What follows belongs to an exercise in optimizing a design on an open flow for small area; a production flow would make more cautious choices. The RTL of this run was laid out without a check of its function. No activity file was given, so power comes from the tool's default toggle rates.

`design/flow/config.mk`:
```
export PLATFORM = sky130hd
export DESIGN_NAME = cms_trace_gate
export DESIGN_NICKNAME = cms_trace_gate
export VERILOG_FILES = /design/flow/design.v
export SDC_FILE = /design/flow/constraint.sdc
export NUM_CORES = 4
export LEC_CHECK = 0
export CAP_MARGIN = 20
export CORE_MARGIN = 2
export CORE_UTILIZATION = 40
export SLEW_MARGIN = 20
```
`design/flow/constraint.sdc`:
```
create_clock -name core_clock -period 6.0 [get_ports {clk}]
set_input_delay 1.2000 -clock core_clock [delete_from_list [all_inputs] [get_ports {clk}]]
set_output_delay 1.2000 -clock core_clock [all_outputs]
set_load 0.01 [all_outputs]
```
`design/flow/design.v`:
```
package cms_trace_gate_pkg;
  typedef enum logic [3:0] {
    ADDR_CTRL       = 4'd0,
    ADDR_DECIM      = 4'd1,
    ADDR_INDEX      = 4'd2,
    ADDR_RANGE_LO   = 4'd3,
    ADDR_RANGE_HI   = 4'd4,
    ADDR_RANGE_EN   = 4'd5,
    ADDR_TRIG_START = 4'd6,
    ADDR_TRIG_END   = 4'd7,
    ADDR_TRIG_EN    = 4'd8
  } cms_gate_addr_t;
  typedef enum logic [1:0] {
    ST_IDLE    = 2'd0,
    ST_ARMED   = 2'd1,
    ST_TRACING = 2'd2,
    ST_STOPPED = 2'd3
  } cms_gate_state_t;
  localparam int CTRL_ARM  = 0;
  localparam int CTRL_CONT = 1;
  localparam int CTRL_CLR  = 2;
  localparam int TRIG_EN_START = 0;
  localparam int TRIG_EN_END   = 1;
endpackage
module cms_window_match #(
  parameter int XLEN         = 64,
  parameter int NUM_RANGES   = 4,
  parameter int NUM_TRIGGERS = 2
) (
  input  logic [XLEN-1:0]                   pc,
  input  logic [NUM_RANGES-1:0][XLEN-1:0]   lo,
  input  logic [NUM_RANGES-1:0][XLEN-1:0]   hi,
  input  logic [NUM_RANGES-1:0]             range_en,
  input  logic [NUM_TRIGGERS-1:0][XLEN-1:0] start_addr,
  input  logic [NUM_TRIGGERS-1:0][XLEN-1:0] end_addr,
  input  logic [NUM_TRIGGERS-1:0]           start_en,
  input  logic [NUM_TRIGGERS-1:0]           end_en,
  output logic [NUM_RANGES-1:0]             range_hit,
  output logic [NUM_TRIGGERS-1:0]           start_hit,
  output logic [NUM_TRIGGERS-1:0]           end_hit
);
  always_comb begin
    range_hit = '0;
    for (int i = 0; i < NUM_RANGES; i++) begin
      range_hit[i] = range_en[i]
                   & (pc >= lo[i])
                   & (pc <= hi[i]);
    end
  end
  always_comb begin
    start_hit = '0;
    end_hit   = '0;
    for (int i = 0; i < NUM_TRIGGERS; i++) begin
      start_hit[i] = start_en[i] & (pc == start_addr[i]);
      end_hit[i]   = end_en[i] & (pc == end_addr[i]);
    end
  end
endmodule
module edge_detector (
  input  logic clk,
  input  logic rst_n,
  input  logic d,
  output logic rise
);
  logic d_q;
  always_ff @(posedge clk) begin
    if (!rst_n) begin
      d_q <= 1'b0;
    end else begin
      d_q <= d;
    end
  end
  assign rise = d & ~d_q;
endmodule
module cms_trace_gate
#(
  parameter int XLEN         = 64,
  parameter int INSTR_WIDTH  = 32,
  parameter int NUM_RANGES   = 4,
  parameter int NUM_TRIGGERS = 2,
  parameter int TS_WIDTH     = 16,
  parameter int DECIM_WIDTH  = 8,
  parameter int DROP_WIDTH   = 16,
  parameter int CTRL_WRITE_ENABLE_POSEDGE_TRIGGERED = 1
) (
  input  logic                   clk,
  input  logic                   rst_n,
  input  logic [XLEN-1:0]        pc,
  input  logic [INSTR_WIDTH-1:0] instr,
  input  logic                   pc_valid,
  input  logic                   en,
  input  logic [3:0]             ctrl_addr,
  input  logic [XLEN-1:0]        ctrl_wdata,
  input  logic                   ctrl_write_enable,
  output logic                   out_valid,
  input  logic                   out_ready,
  output logic [XLEN-1:0]        out_pc,
  output logic [INSTR_WIDTH-1:0] out_instr,
  output logic [TS_WIDTH-1:0]    out_delta,
  output logic [DROP_WIDTH-1:0]  dropped_count,
  output logic [1:0]             gate_state
);
  cms_trace_gate_pkg::cms_gate_state_t state;
  cms_trace_gate_pkg::cms_gate_state_t state_n;
  logic                             cont_q;
  logic [DECIM_WIDTH-1:0]           decim_q;
  logic [3:0]                       index_q;
  logic [NUM_RANGES-1:0][XLEN-1:0]  lo_q;
  logic [NUM_RANGES-1:0][XLEN-1:0]  hi_q;
  logic [NUM_RANGES-1:0]            ren_q;
  logic [NUM_TRIGGERS-1:0][XLEN-1:0] tstart_q;
  logic [NUM_TRIGGERS-1:0][XLEN-1:0] tend_q;
  logic [NUM_TRIGGERS-1:0]          sen_q;
  logic [NUM_TRIGGERS-1:0]          een_q;
  logic [DECIM_WIDTH-1:0] dec_cnt;
  logic [DECIM_WIDTH-1:0] cnt_eff;
  logic [DECIM_WIDTH-1:0] cnt_n;
  logic [TS_WIDTH-1:0]    ts_q;
  logic [TS_WIDTH-1:0]    last_q;
  logic                    wr;
  logic                    ctrl_wr;
  logic                    arm;
  logic                    disarm;
  logic [NUM_RANGES-1:0]   range_hit;
  logic [NUM_TRIGGERS-1:0] start_hit;
  logic [NUM_TRIGGERS-1:0] end_hit;
  logic                    start_any;
  logic                    end_any;
  logic                    window_ok;
  logic                    trig_fire;
  logic                    qual;
  logic                    capture;
  logic                    load;
  logic                    drop;
  if (CTRL_WRITE_ENABLE_POSEDGE_TRIGGERED != 0) begin : g_edge
    edge_detector u_we (
      .clk   (clk),
      .rst_n (rst_n),
      .d     (ctrl_write_enable),
      .rise  (wr)
    );
  end else begin : g_level
    assign wr = ctrl_write_enable;
  end
  assign ctrl_wr = wr & (ctrl_addr == cms_trace_gate_pkg::ADDR_CTRL);
  assign arm     = ctrl_wdata[cms_trace_gate_pkg::CTRL_ARM];
  assign disarm  = ctrl_wr & ~arm;
  cms_window_match #(
    .XLEN         (XLEN),
    .NUM_RANGES   (NUM_RANGES),
    .NUM_TRIGGERS (NUM_TRIGGERS)
  ) u_match (
    .pc         (pc),
    .lo         (lo_q),
    .hi         (hi_q),
    .range_en   (ren_q),
    .start_addr (tstart_q),
    .end_addr   (tend_q),
    .start_en   (sen_q),
    .end_en     (een_q),
    .range_hit  (range_hit),
    .start_hit  (start_hit),
    .end_hit    (end_hit)
  );
  assign start_any = |start_hit;
  assign end_any   = |end_hit;
  assign window_ok = (ren_q == '0) | (|range_hit);
  assign trig_fire = (state == cms_trace_gate_pkg::ST_ARMED)
                   & ((sen_q == '0) | (pc_valid & start_any));
  always_comb begin
    state_n = state;
    unique case (state)
      cms_trace_gate_pkg::ST_IDLE: ;
      cms_trace_gate_pkg::ST_ARMED: begin
        if (trig_fire) begin
          state_n = (pc_valid & end_any) ? cms_trace_gate_pkg::ST_STOPPED : cms_trace_gate_pkg::ST_TRACING;
        end
      end
      cms_trace_gate_pkg::ST_TRACING: begin
        if (pc_valid & end_any) state_n = cms_trace_gate_pkg::ST_STOPPED;
      end
      cms_trace_gate_pkg::ST_STOPPED: begin
        if (cont_q) state_n = cms_trace_gate_pkg::ST_ARMED;
      end
      default: state_n = cms_trace_gate_pkg::ST_IDLE;
    endcase
    if (ctrl_wr) begin
      if (!arm) begin
        state_n = cms_trace_gate_pkg::ST_IDLE;
      end else if (state == cms_trace_gate_pkg::ST_IDLE || state == cms_trace_gate_pkg::ST_STOPPED) begin
        state_n = cms_trace_gate_pkg::ST_ARMED;
      end
    end
  end
  always_comb begin
    qual = en & pc_valid & window_ok & ~disarm
         & ((state == cms_trace_gate_pkg::ST_TRACING) | ((state == cms_trace_gate_pkg::ST_ARMED) & start_any));
    cnt_eff = trig_fire ? '0 : dec_cnt;
    capture = qual & (cnt_eff == decim_q);
    cnt_n   = cnt_eff;
    if (qual) cnt_n = capture ? '0 : cnt_eff + 1'b1;
    load = capture & (~out_valid | out_ready);
    drop = capture & ~load;
  end
  always_ff @(posedge clk) begin
    if (!rst_n) begin
      state   <= cms_trace_gate_pkg::ST_IDLE;
      dec_cnt <= '0;
      ts_q    <= '0;
    end else begin
      state   <= state_n;
      dec_cnt <= cnt_n;
      ts_q    <= ts_q + 1'b1;
    end
  end
  always_ff @(posedge clk) begin
    if (!rst_n) begin
      out_valid     <= 1'b0;
      out_pc        <= '0;
      out_instr     <= '0;
      out_delta     <= '0;
      last_q        <= '0;
      dropped_count <= '0;
    end else begin
      if (load) begin
        out_valid <= 1'b1;
        out_pc    <= pc;
        out_instr <= instr;
        out_delta <= ts_q - last_q;
        last_q    <= ts_q;
      end else if (out_ready) begin
        out_valid <= 1'b0;
      end
      if (ctrl_wr && ctrl_wdata[cms_trace_gate_pkg::CTRL_CLR]) begin
        dropped_count <= '0;
      end else if (drop && dropped_count != '1) begin
        dropped_count <= dropped_count + 1'b1;
      end
    end
  end
  always_ff @(posedge clk) begin
    if (!rst_n) begin
      cont_q   <= 1'b0;
      decim_q  <= '0;
      index_q  <= '0;
      lo_q     <= '0;
      hi_q     <= '1;
      ren_q    <= '0;
      tstart_q <= '0;
      tend_q   <= '0;
      sen_q    <= '0;
      een_q    <= '0;
    end else if (wr) begin
      case (ctrl_addr)
        cms_trace_gate_pkg::ADDR_CTRL:  cont_q  <= ctrl_wdata[cms_trace_gate_pkg::CTRL_CONT];
        cms_trace_gate_pkg::ADDR_DECIM: decim_q <= ctrl_wdata[DECIM_WIDTH-1:0];
        cms_trace_gate_pkg::ADDR_INDEX: index_q <= ctrl_wdata[3:0];
        cms_trace_gate_pkg::ADDR_RANGE_LO: begin
          for (int i = 0; i < NUM_RANGES; i++)
            if (index_q == 4'(i)) lo_q[i] <= ctrl_wdata;
        end
        cms_trace_gate_pkg::ADDR_RANGE_HI: begin
          for (int i = 0; i < NUM_RANGES; i++)
            if (index_q == 4'(i)) hi_q[i] <= ctrl_wdata;
        end
        cms_trace_gate_pkg::ADDR_RANGE_EN: begin
          for (int i = 0; i < NUM_RANGES; i++)
            if (index_q == 4'(i)) ren_q[i] <= ctrl_wdata[0];
        end
        cms_trace_gate_pkg::ADDR_TRIG_START: begin
          for (int i = 0; i < NUM_TRIGGERS; i++)
            if (index_q == 4'(i)) tstart_q[i] <= ctrl_wdata;
        end
        cms_trace_gate_pkg::ADDR_TRIG_END: begin
          for (int i = 0; i < NUM_TRIGGERS; i++)
            if (index_q == 4'(i)) tend_q[i] <= ctrl_wdata;
        end
        cms_trace_gate_pkg::ADDR_TRIG_EN: begin
          for (int i = 0; i < NUM_TRIGGERS; i++) begin
            if (index_q == 4'(i)) begin
              sen_q[i] <= ctrl_wdata[cms_trace_gate_pkg::TRIG_EN_START];
              een_q[i] <= ctrl_wdata[cms_trace_gate_pkg::TRIG_EN_END];
            end
          end
        end
        default: ;
      endcase
    end
  end
  assign gate_state = state;
endmodule
```
`design/flow/run.sh`:
```
#!/bin/bash
# synth_recipe.tcl (not shown) runs the flow's synth.tcl, then flattens the netlist and writes it again
# the make line also repeats each setting of config.mk as NAME=value (left out here)
make -C /OpenROAD-flow-scripts/flow DESIGN_CONFIG=/design/flow/config.mk WORK_HOME=/design/flow/orfs CLKGATE_MAP_FILE= SYNTH_SCRIPT=/design/flow/synth_recipe.tcl finish
```
==> results.txt <==
[placed cells by master (no fill, tap or decap), types with 22 or more instances in the layout]
cell type | synthesis | routed
sky130_fd_sc_hd__o31ai_2 | 33 | 33
sky130_fd_sc_hd__nand3_1 | 226 | 226
sky130_fd_sc_hd__ha_1 | 534 | 534
sky130_fd_sc_hd__nand2_1 | 1531 | 1525
sky130_fd_sc_hd__clkbuf_8 | 0 | 32
sky130_fd_sc_hd__o211ai_1 | 268 | 268
sky130_fd_sc_hd__nor3_1 | 33 | 31
sky130_fd_sc_hd__nor2_1 | 97 | 96
sky130_fd_sc_hd__o31ai_1 | 23 | 23
sky130_fd_sc_hd__a221oi_1 | 22 | 22
sky130_fd_sc_hd__o21ai_0 | 159 | 159
sky130_fd_sc_hd__a21oi_1 | 743 | 743
sky130_fd_sc_hd__clkbuf_16 | 0 | 111
sky130_fd_sc_hd__xnor2_1 | 131 | 131
sky130_fd_sc_hd__nand4_1 | 132 | 132
sky130_fd_sc_hd__inv_1 | 588 | 588
sky130_fd_sc_hd__a21o_1 | 49 | 49
sky130_fd_sc_hd__clkdlybuf4s50_1 | 0 | 299
sky130_fd_sc_hd__dfxtp_1 | 961 | 961
sky130_fd_sc_hd__xor2_1 | 102 | 102
sky130_fd_sc_hd__buf_4 | 2 | 159
sky130_fd_sc_hd__nor4_1 | 50 | 49
[final timing paths]
check / endpoint / slack (ps) / cells past startpoint
setup / recovery: out_instr[18] / 240 / 16
hold reg to reg: lo_q[62] / 450 / 2
setup reg to reg: out_instr[18] / 1290 / 15
hold / removal: lo_q[62] / 450 / 2
[power breakdown]
part | internal [mW] | leakage, nW | switching (mW)
Sequential | 6.43 | 7.76 | 0.0275
Combinational | 0.463 | 13.8 | 0.905
Clock | 4.33 | 1.91 | 2.85
[worst reg2reg max path, stage by stage (launching register included)]
cell	delay, ps
sky130_fd_sc_hd__dfxtp_1	330
sky130_fd_sc_hd__inv_1	40
sky130_fd_sc_hd__ha_1	280
sky130_fd_sc_hd__a21o_1	180
sky130_fd_sc_hd__a21o_1	170
sky130_fd_sc_hd__a221oi_1	430
sky130_fd_sc_hd__nor2_1	140
sky130_fd_sc_hd__o41ai_1	1070
sky130_fd_sc_hd__o211ai_1	170
sky130_fd_sc_hd__a21boi_0	190
sky130_fd_sc_hd__or4b_1	610
sky130_fd_sc_hd__buf_12	200
sky130_fd_sc_hd__nand4_4	210
sky130_fd_sc_hd__buf_12	310
sky130_fd_sc_hd__nand3_1	150
sky130_fd_sc_hd__o21ai_0	140
[per-layer routing]
layer	up-vias	routed length, um	share of wire (%)	track usage (%)
met2	1547	80200	45	43.3
met1	21800	78200	44	35.9
met4	6	7730	4.3	11.3
met3	331	12200	6.9	3.78
li1	22000	-	-	-
met5	-	37	0.021	0
[synthesized netlist by cell type, drive strengths merged, types with 5 or more instances]
cell        n
a2111oi    13
a211oi     21
a21boi      7
a21o       49
a21oi     744
a221oi     23
a22o        8
a22oi       6
a31oi       5
and2       15
and3       16
and4       18
buf        46
clkbuf    378
dfxtp     961
ha        534
inv       589
mux2i      12
nand2    1531
nand2b     18
nand3     227
nand4     133
nor2       97
nor2b      17
nor3       33
nor4       51
nor4b       5
o2111ai     6
o211ai    268
o21ai     171
o21bai      7
o22ai      16
o2bb2ai    10
o31ai      56
o41ai       6
or2         5
or3        21
xnor2     131
xor2      102
[stage by stage]
stage                     worst slack, ps  power [mW]
after detailed placement             -308        7.94
after CTS                             442        15.1
after global routing                  298        15.4
after floorplan                      1850        7.26
after global placement               -301        7.92
final                                 239        15.0
[state kept, by name, summed over array words and instances, names as in the netlist]
signal,count
lo_q,256
tend_q,128
tstart_q,128
dec_cnt,8
out_instr,32
ren_q,4
sen_q,2
dropped_count,16
ts_q,16
last_q,16
decim_q,8
out_valid,1
een_q,2
out_delta,16
out_pc,64
g_edge.u_we.d_q,1
state,2
index_q,4
cont_q,1
hi_q,256
[logic make-up (layout without fill, tap and decap cells)]
logic type | count (synthesis) | count (layout) | share of synthesized area, %
adder cells (fa/ha/maj) | 535 | 535 | 13.3
other | 0 | 2 | 0
multiplexers | 12 | 12 | 0.238
AO/OA/AOI/OAI | 1443 | 1443 | 17.6
flip-flops | 961 | 961 | 38.1
XOR/XNOR | 233 | 233 | 4.05
AND/OR/NAND/NOR | 2204 | 2204 | 18.9
buffers and inverters | 1013 | 1265 | 7.84
[final cells by class]
cell class | instances | share of cell area (%)
Tap cell | 1650 | 3.48
Antenna cell | 2 | 0.00845
Multi-Input combinational cell | 4427 | 46.1
Clock inverter | 41 | 0.978
Timing Repair Buffer | 477 | 7.70
Sequential cell | 961 | 32.5
Clock buffer | 158 | 5.53
Inverter | 589 | 3.74
==> flow_metrics.env <==
export IMPL_layout_cell_area_non_filler_um2=59300
export IMPL_die_width_um=359
export IMPL_fillerInstances=12200
export IMPL_post_synth_top_area_cell="sky130_fd_sc_hd__dfxtp_1"
export IMPL_synthArstFlopShare_pct=0
export IMPL_detailed_place_area_um2=55400
export IMPL_cts_hold_buffers_added=0
export IMPL_status="complete, no violations"
export IMPL_max_slew_margin_pct=16.3
export IMPL_path_clk_slew_ps=60
export IMPL_critPathArrivalTime_ps=6380
export IMPL_first_global_vias=42800
export IMPL_timing_hold_worst_start="lo_q[62]"
export IMPL_cts_tree="done"
export IMPL_yosys_area_top_type_share_pct=38.1
export IMPL_total_leakage_power_nw=23.5
export IMPL_period_share_pct=96.0
export IMPL_setup_worst_path_start_class="input pin"
export IMPL_cts_max_path_buffers=3
export IMPL_multi_input_area_um2=27300
export IMPL_max_vdd_ir_drop_uv=263
export IMPL_final_seq_area_um2=19200
export IMPL_yosys_register_bits=961
export IMPL_drt_pass1_iterations=7
export IMPL_placedCellCount=8104
export IMPL_yosysSeqAreaShare_pct=38.1
export IMPL_via_count=45700
export IMPL_layout_min_cycle_time_ps=5760
export IMPL_holdWs_ps=453
export IMPL_finalHoldViolations=0
export IMPL_cts_num_sinks=961
export IMPL_clock_insertion_delay_at_the_later_pin_of_the_skew_report_ps=700
export IMPL_detail_route_wl_per_cell_um=21.5
export IMPL_total_grt_overflow=0
export IMPL_largest_net_degree_at_the_start_of_global_routing=219
export IMPL_floorplan_initialDensity_pct=40.2
export IMPL_worstPathRequired_ps=6620
export IMPL_finalCoreUtilization_pct=47.3
export IMPL_inserted_clock_buffers=108
export IMPL_report_final_setup_viol=0
export IMPL_setup_worst_path_start="pc[37]"
export IMPL_area_grow_syn2layout_pct=17.5
export IMPL_timing_critical_path_cells="clkdlybuf4s50_1, buf_4, ha_1, a21o_1, a21o_1, a221oi_1, nor2_1, o41ai_1, o211ai_1, a21boi_0, or4b_1, buf_12, nand4_4, buf_12, nand3_1, o21ai_0"
export IMPL_row_count=130
export IMPL_setup_worst_path_class="input pin to flop"
export IMPL_average_footprint_of_a_synthesized_cell_um2=7.88
export IMPL_routability_driven_placement_congestion_ratio=0.947
export IMPL_timing_rr_start="lo_q[101]"
export IMPL_antenna_found_initial=7
export IMPL_viasPerCell=5.50
export IMPL_ys_dominant_reg_cell="sky130_fd_sc_hd__dfxtp_1"
export IMPL_buffer_ports_inserted=300
export IMPL_netlist_instances=6401
export IMPL_crit_family="compound AO/OA/AOI/OAI gates"
export IMPL_syn_num_nets=7106
export IMPL_cts_repair_timing_setup_buffer_count=0
export IMPL_crit_path_max_incr_delay_ps=1070
export IMPL_actual_transition_at_the_worst_max_transition_pin_ps=1240
export IMPL_die_height_um=359
export IMPL_htreeDepth=3
export IMPL_drt_drc_violations_left=0
export IMPL_synth_area_um2=50400
export IMPL_yosysUniqueCellTypes=80
export IMPL_setup_repair_after_global_routing_missed_its_margin="false"
export IMPL_drt_iter0_drc=4154
export IMPL_fin_skew_ps=31.1
export IMPL_synth_enable_flop_cells=0
export IMPL_fmax_mhz=174
export IMPL_stdcell_count=8305
export IMPL_cts_root_buffer="sky130_fd_sc_hd__clkbuf_16"
export IMPL_worstPathMaxFanout=75
export IMPL_ratio_of_cells_with_drive_above_1_in_the_final_layout_pct=6.54
export IMPL_grtUsageTotal_pct=26.8
export IMPL_yosys_top_cells_area="sky130_fd_sc_hd__dfxtp_1 38%, sky130_fd_sc_hd__ha_1 13%, sky130_fd_sc_hd__nand2_1 11%"
export IMPL_cts_repair_resized=0
export IMPL_slew_viol_final=0
export IMPL_max_cap_violations=0
export IMPL_setup_tns_final_ps=0
export IMPL_setup_worst_path_end_class="flop"
export IMPL_min_path_type="flop to flop"
export IMPL_critical_path_buf_inv_count=4
export IMPL_drtAntennaViolNets=0
export IMPL_die_area_um2=129000
export IMPL_grt_pass1_wl_um=268000
export IMPL_slowest_stage="sky130_fd_sc_hd__o41ai_1"
export IMPL_nets=7269
export IMPL_power_density_cell_area_nw_per_um2=253
export IMPL_core_area_um2=125000
export IMPL_floorplan_io_pins=301
export IMPL_dp_hpwl_um=126000
export IMPL_yosys_warnings=3
export IMPL_routed_wl_um=178000

afterwards: timing with drivers on the ports:
In the flow no input, the clock included, has a driving cell. The finished layout below was timed again as built, in two steps.
Step 1 (the two cells are an assumption about what drives the block):
set clk [get_ports {clk}]
set_driving_cell -lib_cell sky130_fd_sc_hd__clkbuf_16 $clk
set_driving_cell -lib_cell sky130_fd_sc_hd__buf_2 [delete_from_list [all_inputs] $clk]
Step 2 moves the port delays by t, midway between the first and last clock arrival at a register: inputs arrive t later, outputs are due t later. That takes back most of the time a late clock gives input paths.
Slacks: ideal / step 1 / step 2; pairs: ideal / step 1.
t, ns: 0.768
slack for setup (ns): 0.239 / 0.295 / -0.473
worst setup path after step 2: input to register
cell pins on the clock port's net: 1
With both steps, setup timing fails in this run, where it was met with ideal ports. The setup slack of this run moves by +0.056 ns with the drivers and by -0.712 ns with both steps.
